This design comes from an exercise in tuning for small area, a short achievable clock period and few clock cycles on the open sky130 flow, not from production work.
The RTL was checked by simulation tests, not by an equivalence proof against the original design.

`flow/run.sh`:
```
#!/bin/bash
# synth_recipe.tcl (not shown) runs the flow's synth.tcl, then flattens the netlist and writes it again
# the make line also repeats each setting of config.mk as NAME=value (left out here)
make -C /OpenROAD-flow-scripts/flow DESIGN_CONFIG=/design/flow/config.mk WORK_HOME=/design/flow/orfs CLKGATE_MAP_FILE= SYNTH_SCRIPT=/design/flow/synth_recipe.tcl finish
```
`flow/config.mk`:
```
export PLATFORM = sky130hd
export DESIGN_NAME = servo_angle_ramp_pwm_duty_top
export DESIGN_NICKNAME = servo_angle_ramp_pwm_duty_top
export VERILOG_FILES = /design/flow/design.v
export SDC_FILE = /design/flow/constraint.sdc
export NUM_CORES = 4
export LEC_CHECK = 0
export CAP_MARGIN = 20
export CORE_MARGIN = 2
export CORE_UTILIZATION = 40
export SLEW_MARGIN = 20
```
`flow/constraint.sdc`:
```
create_clock -name core_clock -period 8.0 [get_ports {clk}]
set_input_delay 1.6000 -clock core_clock [delete_from_list [all_inputs] [get_ports {clk}]]
set_output_delay 1.6000 -clock core_clock [all_outputs]
set_load 0.01 [all_outputs]
```
`flow/design.v`:
```
`timescale 1ns / 1ps
`default_nettype none
package sarpd_pkg;
	localparam logic [2:0] OP_SET     = 3'd0;
	localparam logic [2:0] OP_OPEN    = 3'd1;
	localparam logic [2:0] OP_CLOSE   = 3'd2;
	localparam logic [2:0] OP_RAMP    = 3'd3;
	localparam logic [2:0] OP_DISABLE = 3'd4;
	localparam logic [2:0] OP_ENABLE  = 3'd5;
	localparam logic [2:0] REG_MIN_PULSE  = 3'd0;
	localparam logic [2:0] REG_PULSE_SPAN = 3'd1;
	localparam logic [2:0] REG_MAX_ANGLE  = 3'd2;
	localparam logic [2:0] REG_CLOSED     = 3'd3;
	localparam logic [2:0] REG_OPEN       = 3'd4;
	localparam logic [2:0] REG_PERIOD     = 3'd5;
	localparam logic [1:0] DOOR_CLOSED  = 2'd0;
	localparam logic [1:0] DOOR_OPEN    = 2'd1;
	localparam logic [1:0] DOOR_UNKNOWN = 2'd2;
	localparam int unsigned DOOR_TOL = 5;
	typedef struct packed {
		logic [2:0]  operation;
		logic [9:0]  angle;
		logic [15:0] ramp_ms;
	} cmd_t;
	typedef struct packed {
		logic [12:0] duty_cmp;
		logic [9:0]  angle_now;
		logic [1:0]  door_state;
		logic        enabled;
		logic        status;
		logic [10:0] hold_ms;
		logic        last;
	} res_t;
endpackage
`default_nettype wire
`timescale 1ns / 1ps
`default_nettype none
import sarpd_pkg::*;
module servo_angle_ramp_pwm_duty_top #(
	parameter int unsigned DUTY_FULL_SCALE = 8191,
	parameter int unsigned RAMP_STEPS      = 50
) (
	input  wire logic        clk,
	input  wire logic        arst_n,
	input  wire logic        cmd_valid,
	output logic             cmd_ready,
	input  sarpd_pkg::cmd_t  cmd,
	output logic             res_valid,
	input  wire logic        res_ready,
	output sarpd_pkg::res_t  res,
	input  wire logic        cfg_we,
	input  wire logic [2:0]  cfg_index,
	input  wire logic [15:0] cfg_data
);
	localparam int unsigned DFS_W  = $clog2(DUTY_FULL_SCALE + 1);
	localparam int unsigned N_W    = $clog2(RAMP_STEPS + 1);
	localparam int unsigned V_W    = 10 + N_W;
	localparam int unsigned PROD_W = 13 + DFS_W;
	localparam int unsigned RN_W   = V_W + 1;
	localparam int unsigned M1_W   = (PROD_W > 22) ? PROD_W : 22;
	localparam int unsigned M2_W   = (M1_W > RN_W) ? M1_W : RN_W;
	localparam int unsigned NUM_W  = (M2_W > 16) ? M2_W : 16;
	localparam int unsigned DEN_W  = 16;
	localparam int unsigned CNT_W  = $clog2(NUM_W + 1);
	localparam logic [2:0] ST_IDLE  = 3'd0;
	localparam logic [2:0] ST_HOLD  = 3'd1;
	localparam logic [2:0] ST_POINT = 3'd2;
	localparam logic [2:0] ST_MUL   = 3'd3;
	localparam logic [2:0] ST_PDIV  = 3'd4;
	localparam logic [2:0] ST_CHECK = 3'd5;
	localparam logic [2:0] ST_DDIV  = 3'd6;
	localparam logic [2:0] ST_EMIT  = 3'd7;
	logic [11:0] min_pulse_q;
	logic [11:0] span_q;
	logic [9:0]  max_angle_q;
	logic [9:0]  closed_q;
	logic [9:0]  open_q;
	logic [15:0] period_q;
	logic [2:0]        state_q;
	logic [9:0]        cur_q;
	logic [1:0]        door_q;
	logic              en_q;
	logic [12:0]       duty_q;
	logic [N_W-1:0]    step_q;
	logic              ramp_q;
	logic [9:0]        ang_q;
	logic [12:0]       pulse_q;
	logic [10:0]       hold_q;
	logic [V_W-1:0]    v_q;
	logic signed [10:0] diff_q;
	logic              st_q;
	logic              last_q;
	sarpd_pkg::res_t res_q;
	logic res_valid_q;
	logic res_load;
	logic [NUM_W-1:0] quo_q;
	logic [DEN_W-1:0] rem_q;
	logic [DEN_W-1:0] den_q;
	logic [CNT_W-1:0] div_cnt_q;
	logic             div_start;
	logic [NUM_W-1:0] div_num;
	logic [DEN_W-1:0] div_den;
	logic [DEN_W:0]   rem_shift;
	logic             rem_ge;
	logic             div_done;
	logic [9:0]        src_angle;
	logic [9:0]        src_clamped;
	logic [9:0]        pt_clamped;
	logic [9:0]        ramp_target;
	logic [15:0]       per_eff;
	logic [21:0]       mul_a;
	logic [PROD_W-1:0] mul_b;
	logic [V_W-1:0]    v_start;
	logic [V_W-1:0]    v_next;
	logic [V_W-1:0]    v_sel;
	logic [1:0]        door_next;
	logic              out_free;
	logic              step_end;
	assign cmd_ready = (state_q == ST_IDLE);
	assign res_valid = res_valid_q;
	assign res       = res_q;
	always_comb begin
		case (cmd.operation)
			OP_OPEN:  src_angle = open_q;
			OP_CLOSE: src_angle = closed_q;
			default:  src_angle = cmd.angle;
		endcase
	end
	assign src_clamped = (src_angle > max_angle_q) ? max_angle_q : src_angle;
	assign ramp_target = (cmd.angle > max_angle_q) ? max_angle_q : cmd.angle;
	assign pt_clamped  = (quo_q[9:0] > max_angle_q) ? max_angle_q : quo_q[9:0];
	assign per_eff     = (period_q == 16'd0) ? 16'd1 : period_q;
	assign mul_a   = {12'd0, ang_q} * {10'd0, span_q};
	assign mul_b   = PROD_W'(pulse_q) * PROD_W'(DUTY_FULL_SCALE);
	assign v_start = V_W'(cur_q) * V_W'(RAMP_STEPS);
	assign v_next  = v_q + V_W'($signed(diff_q));
	assign v_sel   = (state_q == ST_HOLD) ? v_start : v_next;
	assign out_free = !res_valid_q || res_ready;
	assign step_end = (step_q == N_W'(RAMP_STEPS));
	assign res_load = (state_q == ST_EMIT) && out_free;
	always_comb begin
		if ({1'b0, ang_q} <= {1'b0, closed_q} + 11'(DOOR_TOL)) begin
			door_next = DOOR_CLOSED;
		end else if ({1'b0, ang_q} + 11'(DOOR_TOL) >= {1'b0, open_q}) begin
			door_next = DOOR_OPEN;
		end else begin
			door_next = DOOR_UNKNOWN;
		end
	end
	always_comb begin
		div_start = 1'b0;
		div_num   = '0;
		div_den   = '0;
		case (state_q)
			ST_IDLE: begin
				if (cmd_valid && cmd.operation == OP_RAMP && ramp_target != cur_q) begin
					div_start = 1'b1;
					div_num   = NUM_W'(cmd.ramp_ms);
					div_den   = DEN_W'(RAMP_STEPS);
				end
			end
			ST_HOLD: begin
				if (div_done) begin
					div_start = 1'b1;
					div_num   = NUM_W'({v_sel, 1'b0}) + NUM_W'(RAMP_STEPS);
					div_den   = DEN_W'(2 * RAMP_STEPS);
				end
			end
			ST_MUL: begin
				if (max_angle_q != 10'd0) begin
					div_start = 1'b1;
					div_num   = NUM_W'(mul_a);
					div_den   = DEN_W'(max_angle_q);
				end
			end
			ST_CHECK: begin
				if ({3'd0, pulse_q} <= per_eff) begin
					div_start = 1'b1;
					div_num   = NUM_W'(mul_b);
					div_den   = per_eff;
				end
			end
			ST_EMIT: begin
				if (out_free && !last_q) begin
					div_start = 1'b1;
					div_num   = NUM_W'({v_sel, 1'b0}) + NUM_W'(RAMP_STEPS);
					div_den   = DEN_W'(2 * RAMP_STEPS);
				end
			end
			default: begin
				div_start = 1'b0;
			end
		endcase
	end
	assign rem_shift = {rem_q, quo_q[NUM_W-1]};
	assign rem_ge    = (rem_shift >= {1'b0, den_q});
	assign div_done  = (div_cnt_q == '0);
	always_ff @(posedge clk or negedge arst_n) begin
		if (!arst_n) begin
			div_cnt_q <= '0;
		end else if (div_start) begin
			div_cnt_q <= CNT_W'(NUM_W);
		end else if (!div_done) begin
			div_cnt_q <= div_cnt_q - 1'b1;
		end
	end
	always_ff @(posedge clk) begin
		if (div_start) begin
			quo_q <= div_num;
			rem_q <= '0;
			den_q <= div_den;
		end else if (!div_done) begin
			quo_q <= {quo_q[NUM_W-2:0], rem_ge};
			rem_q <= rem_ge ? DEN_W'(rem_shift - {1'b0, den_q}) : DEN_W'(rem_shift);
		end
	end
	always_ff @(posedge clk or negedge arst_n) begin
		if (!arst_n) begin
			min_pulse_q <= 12'd500;
			span_q      <= 12'd2000;
			max_angle_q <= 10'd180;
			closed_q    <= 10'd0;
			open_q      <= 10'd90;
			period_q    <= 16'd20000;
		end else if (cfg_we) begin
			case (cfg_index)
				REG_MIN_PULSE:  min_pulse_q <= cfg_data[11:0];
				REG_PULSE_SPAN: span_q      <= cfg_data[11:0];
				REG_MAX_ANGLE:  max_angle_q <= cfg_data[9:0];
				REG_CLOSED:     closed_q    <= cfg_data[9:0];
				REG_OPEN:       open_q      <= cfg_data[9:0];
				REG_PERIOD:     period_q    <= cfg_data;
				default:        ;
			endcase
		end
	end
	always_ff @(posedge clk or negedge arst_n) begin
		if (!arst_n) begin
			res_valid_q <= 1'b0;
		end else if (res_load) begin
			res_valid_q <= 1'b1;
		end else if (res_ready) begin
			res_valid_q <= 1'b0;
		end
	end
	always_ff @(posedge clk or negedge arst_n) begin
		if (!arst_n) begin
			state_q     <= ST_IDLE;
			cur_q       <= '0;
			door_q      <= DOOR_CLOSED;
			en_q        <= 1'b0;
			duty_q      <= '0;
			step_q      <= '0;
			ramp_q      <= 1'b0;
			ang_q       <= '0;
			pulse_q     <= '0;
			hold_q      <= '0;
			v_q         <= '0;
			diff_q      <= '0;
			st_q        <= 1'b0;
			last_q      <= 1'b1;
			res_q       <= '0;
		end else begin
			case (state_q)
				ST_IDLE: begin
					if (cmd_valid) begin
						st_q   <= 1'b0;
						last_q <= 1'b1;
						ramp_q <= 1'b0;
						case (cmd.operation)
							OP_SET, OP_OPEN, OP_CLOSE: begin
								ang_q   <= src_clamped;
								state_q <= ST_MUL;
							end
							OP_RAMP: begin
								ramp_q <= 1'b1;
								diff_q <= $signed({1'b0, ramp_target}) - $signed({1'b0, cur_q});
								if (ramp_target == cur_q) begin
									state_q <= ST_EMIT;
								end else begin
									state_q <= ST_HOLD;
								end
							end
							OP_DISABLE: begin
								en_q    <= 1'b0;
								duty_q  <= '0;
								state_q <= ST_EMIT;
							end
							OP_ENABLE: begin
								if (!en_q) begin
									en_q   <= 1'b1;
									duty_q <= '0;
								end
								state_q <= ST_EMIT;
							end
							default: begin
								state_q <= ST_EMIT;
							end
						endcase
					end
				end
				ST_HOLD: begin
					if (div_done) begin
						hold_q  <= quo_q[10:0];
						v_q     <= v_start;
						step_q  <= '0;
						state_q <= ST_POINT;
					end
				end
				ST_POINT: begin
					if (div_done) begin
						ang_q   <= pt_clamped;
						state_q <= ST_MUL;
					end
				end
				ST_MUL: begin
					if (max_angle_q == 10'd0) begin
						pulse_q <= {1'b0, min_pulse_q};
						state_q <= ST_CHECK;
					end else begin
						state_q <= ST_PDIV;
					end
				end
				ST_PDIV: begin
					if (div_done) begin
						pulse_q <= {1'b0, min_pulse_q} + {1'b0, quo_q[11:0]};
						state_q <= ST_CHECK;
					end
				end
				ST_CHECK: begin
					if ({3'd0, pulse_q} > per_eff) begin
						st_q    <= 1'b1;
						last_q  <= 1'b1;
						state_q <= ST_EMIT;
					end else begin
						state_q <= ST_DDIV;
					end
				end
				ST_DDIV: begin
					if (div_done) begin
						en_q    <= 1'b1;
						duty_q  <= quo_q[12:0];
						cur_q   <= ang_q;
						door_q  <= door_next;
						st_q    <= 1'b0;
						last_q  <= !ramp_q || step_end;
						state_q <= ST_EMIT;
					end
				end
				ST_EMIT: begin
					if (out_free) begin
						res_q.duty_cmp   <= en_q ? duty_q : 13'd0;
						res_q.angle_now  <= cur_q;
						res_q.door_state <= door_q;
						res_q.enabled    <= en_q;
						res_q.status     <= st_q;
						res_q.hold_ms    <= last_q ? 11'd0 : hold_q;
						res_q.last       <= last_q;
						if (last_q) begin
							state_q <= ST_IDLE;
						end else begin
							step_q  <= step_q + 1'b1;
							v_q     <= v_next;
							state_q <= ST_POINT;
						end
					end
				end
				default: begin
					state_q <= ST_IDLE;
				end
			endcase
		end
	end
endmodule
`default_nettype wire
```
==> notes.md <==
==> flip-flops by register name, summed over array words and instances, names as in the netlist, 2 cells and up <==
name,count
div_cnt_q,5
hold_q,11
max_angle_q,10
span_q,12
period_q,16
res_q,39
closed_q,10
duty_q,13
ang_q,10
door_q,2
quo_q,26
open_q,10
diff_q,11
state_q,3
min_pulse_q,12
v_q,16
step_q,6
rem_q,16
pulse_q,13
cur_q,10
den_q,16
==> per-layer routing <==
layer	GRT usage	up-vias	part of all wire
met5	0	-	0
met3	0.0446	117	0.066
met2	0.374	609	0.45
li1	-	9134	-
met1	0.330	9866	0.45
met4	0.0816	0	0.033
==> through the flow <==
stage	setup slack, ns	area (sq um)	cells	hold WS [ns]
global placement	1.36	26300	3435	0.453
floorplan	1.76	24500	2641	0.439
global route	0.880	27500	3497	0.504
finish	1.34	27500	3502	0.463
detailed placement	1.31	26300	3435	0.456
CTS	1.40	27500	3497	0.469
==> final timing paths <==
path,startpoint,end
setup / recovery,ang_q[3],quo_q[21]
hold / removal,res_q[2],res_q[2]
setup reg to reg,ang_q[3],quo_q[21]
hold reg to reg,res_q[2],res_q[2]
max in group asynchronous,arst_n,ang_q[5]
min in group asynchronous,arst_n,step_q[5]
==> critical path, delay by kind of cell, from the launching register on <==
family	cells	cell delay, ns
AO/OA/AOI/OAI	8	2.06
AND/OR/NAND/NOR	1	0.17
buffers and inverters	5	0.24
adder cells (fa/ha/maj)	6	2.97
flip-flops	1	0.80
multiplexers	1	0.14
==> placed cells by master (no fill, tap or decap), types with 16 or more instances in the layout <==
cell type / n
mux2_2: 64
buf_4: 23
a21o_1: 41
o221ai_1: 17
a22o_1: 22
o21a_1: 20
dfxtp_1: 16
fa_1: 174
a31oi_1: 16
dfrtp_1: 188
inv_1: 343
nor2b_1: 21
and2_1: 79
nand4_1: 20
nand3_1: 60
ha_1: 275
a211oi_1: 19
nor3_1: 35
xor2_1: 50
a21oi_1: 116
nand2_1: 299
mux2i_1: 17
clkdlybuf4s50_1: 92
dfstp_2: 26
clkbuf_16: 36
nor2_1: 131
xnor2_1: 62
o21ai_0: 153
edfxtp_1: 42
==> final cells by class <==
cell class | count | share of cell area
sequential | 272 | 0.253
timing repair buffer | 116 | 0.0403
tap | 782 | 0.0356
multi-input combinational | 1922 | 0.579
inverter | 343 | 0.0468
clock buffer | 46 | 0.0352
antenna | 5 | 0.000455
clock inverter | 16 | 0.00909
==> logic make-up (layout without fill, tap and decap cells) <==
kind of cell,Yosys count,in the layout,share of synthesized area
and+or+nand+nor,722,722,0.137
AOI/OAI and AO/OA,557,557,0.151
adders and majority gates,449,449,0.282
buffers and inverters,447,521,0.0687
DFF,272,272,0.284
xor gates and xnor gates,112,112,0.0400
muxes,82,82,0.0369
other,0,5,0
==> Yosys cell counts, drive strengths merged, types with 19 or more instances <==
library cell	number	share of area
a21o	41	0.013
nand3	61	0.013
xnor2	62	0.022
a21oi	117	0.024
nor3	37	0.0075
a211oi	19	0.0058
nand2	299	0.046
ha	275	0.14
and2	81	0.021
o21ai	158	0.032
edfxtp	42	0.051
o21a	20	0.0061
fa	174	0.14
nor2	134	0.020
xor2	50	0.018
dfstp	26	0.028
mux2	64	0.029
clkbuf	91	0.014
nor2b	22	0.0056
dfrtp	188	0.19
nand4	20	0.0051
inv	343	0.052
a22o	22	0.0079
==> results.cfg <==
[status]
outcome = no timing/DRC/antenna violations

[floorplanning]
core_area_sq_um = 60500
dieArea_sq_um = 63300
row_count = 90
die_x_um = 252
die_h_um = 252
io_pins = 94
start_util = 0.406

[global_route]
overflow = 0
grt_pass1_vias = 19785
grt_max_degree = 82
grt_pass1_wl_um = 116000
grt.total_usage = 0.238
antenna_found_initial = 2

[finish]
fillers = 5703
layout-drive-gt1-share = 0.0744
seqCellArea_sq_um = 6970
multiInputGateArea_sq_um = 15900
synthToLayoutAreaGrowth_pct = 12.1
nets = 3191
fin_util = 0.455

[critical_path]
cpPeakStageDelay_ns = 0.80
r2r_cells = 21
worstPathMaxFanout = 19
worst_ep_required_time_ns = 8.30
crit_slowest_cell = dfrtp_1
cp-start-kind = flip-flop
r2r_slack_ns = 1.34
crit_path_end_kind = flip-flop
crit_chain = nand2_1 -> fa_1 -> inv_1 -> fa_1 -> inv_1 -> fa_1 -> inv_1 -> fa_1 -> inv_1 -> fa_1 -> inv_1 -> ha_1 -> a21o_1 -> a211oi_1 -> a31oi_1 -> o41ai_1 -> o21ai_1 -> a21oi_1 -> o21ai_0 -> mux2i_1 -> a211o_1
path_class = reg -> reg
cp.arrival_ns = 6.96

[clock_network]
cts_max_level = 2
cts.repair_timing.setup_buffer_count = 0
worst_skew_pair.late_latency_ns = 0.56
root_buffer = clkbuf_16
clkTransAtPathRegs_ns = 0.06
cts_buffers = 34
cts_sinks = 272
cts_resized = 0
cts_hold_buf = 0
clk_path_buf_depth = 3
cts_tree = built

[yosys]
synth_edf_count = 42
async_reset_ff_frac = 0.787
ys_types = 86
syn_area_per_cell_sq_um = 9.29
synth_ff_type = dfrtp_1
synthCells = 2641
syn-num-nets = 3143
ys_seq_elements = 272
yosysWarnings = 1
synth_area_sq_um = 24500
seq_area_frac_synth = 0.284

[detailed_routing]
drc = 0
wl_per_cell_um = 21.4
drtAntennaViolNets = 0
drt_iter0_drc = 1504
wirelength_um = 74800
vias = 19726
drt_pass1_iterations = 6
vias_per_cell = 5.63

[sta]
maxSlewViolCount = 0
tightest_slew_ns = 1.12
rsz0062_at_grt = no
max_freq_ghz = 0.150
finalCriticalPeriod_ns = 6.66
period_share = 0.832
hold_viol_final = 0
max_slew_margin = 0.254
setup_tns_ns = 0
skew_ns = 0.0262
setup_viol = 0

[placed_design]
dp_hpwl_um = 58100
place_congestion = 0.951
io_buffer_count = 93

[hold_path]
hold_depth = 2
hp-class = reg -> reg

[run]
cap_violations = 0
Testbench counts, summed over its fixed seeds: cycles 1,430,034.

static timing again, ports no longer ideal:
The flow's constraints put no driver on any port. The routed layout listed below was extracted and timed again, unchanged, in two steps. Step 1 sets driving cells, clkbuf_16 on the clock port and buf_2 on the other inputs (assumed; they add their load-dependent delay and slew). Step 2, shift: input delay + t, output delay - t, t = (earliest + latest rising clock arrival at the registers) / 2. This alone moves slack from input paths to output paths. Three values: ideal ports, drivers, drivers and shift; two values: the first two.
shift t [ns]: 0.615
slack for setup (ns): 1.343 / 1.343 / 1.192
worst setup path after step 2: input to register
slew at the worst register clock pin (ns): 0.06 / 0.06
pins driven straight from the clock port: 1
After both steps setup and hold are still met in this run. For this run, drivers alone change the setup slack by 0.000 ns; drivers and shift together by -0.151 ns.
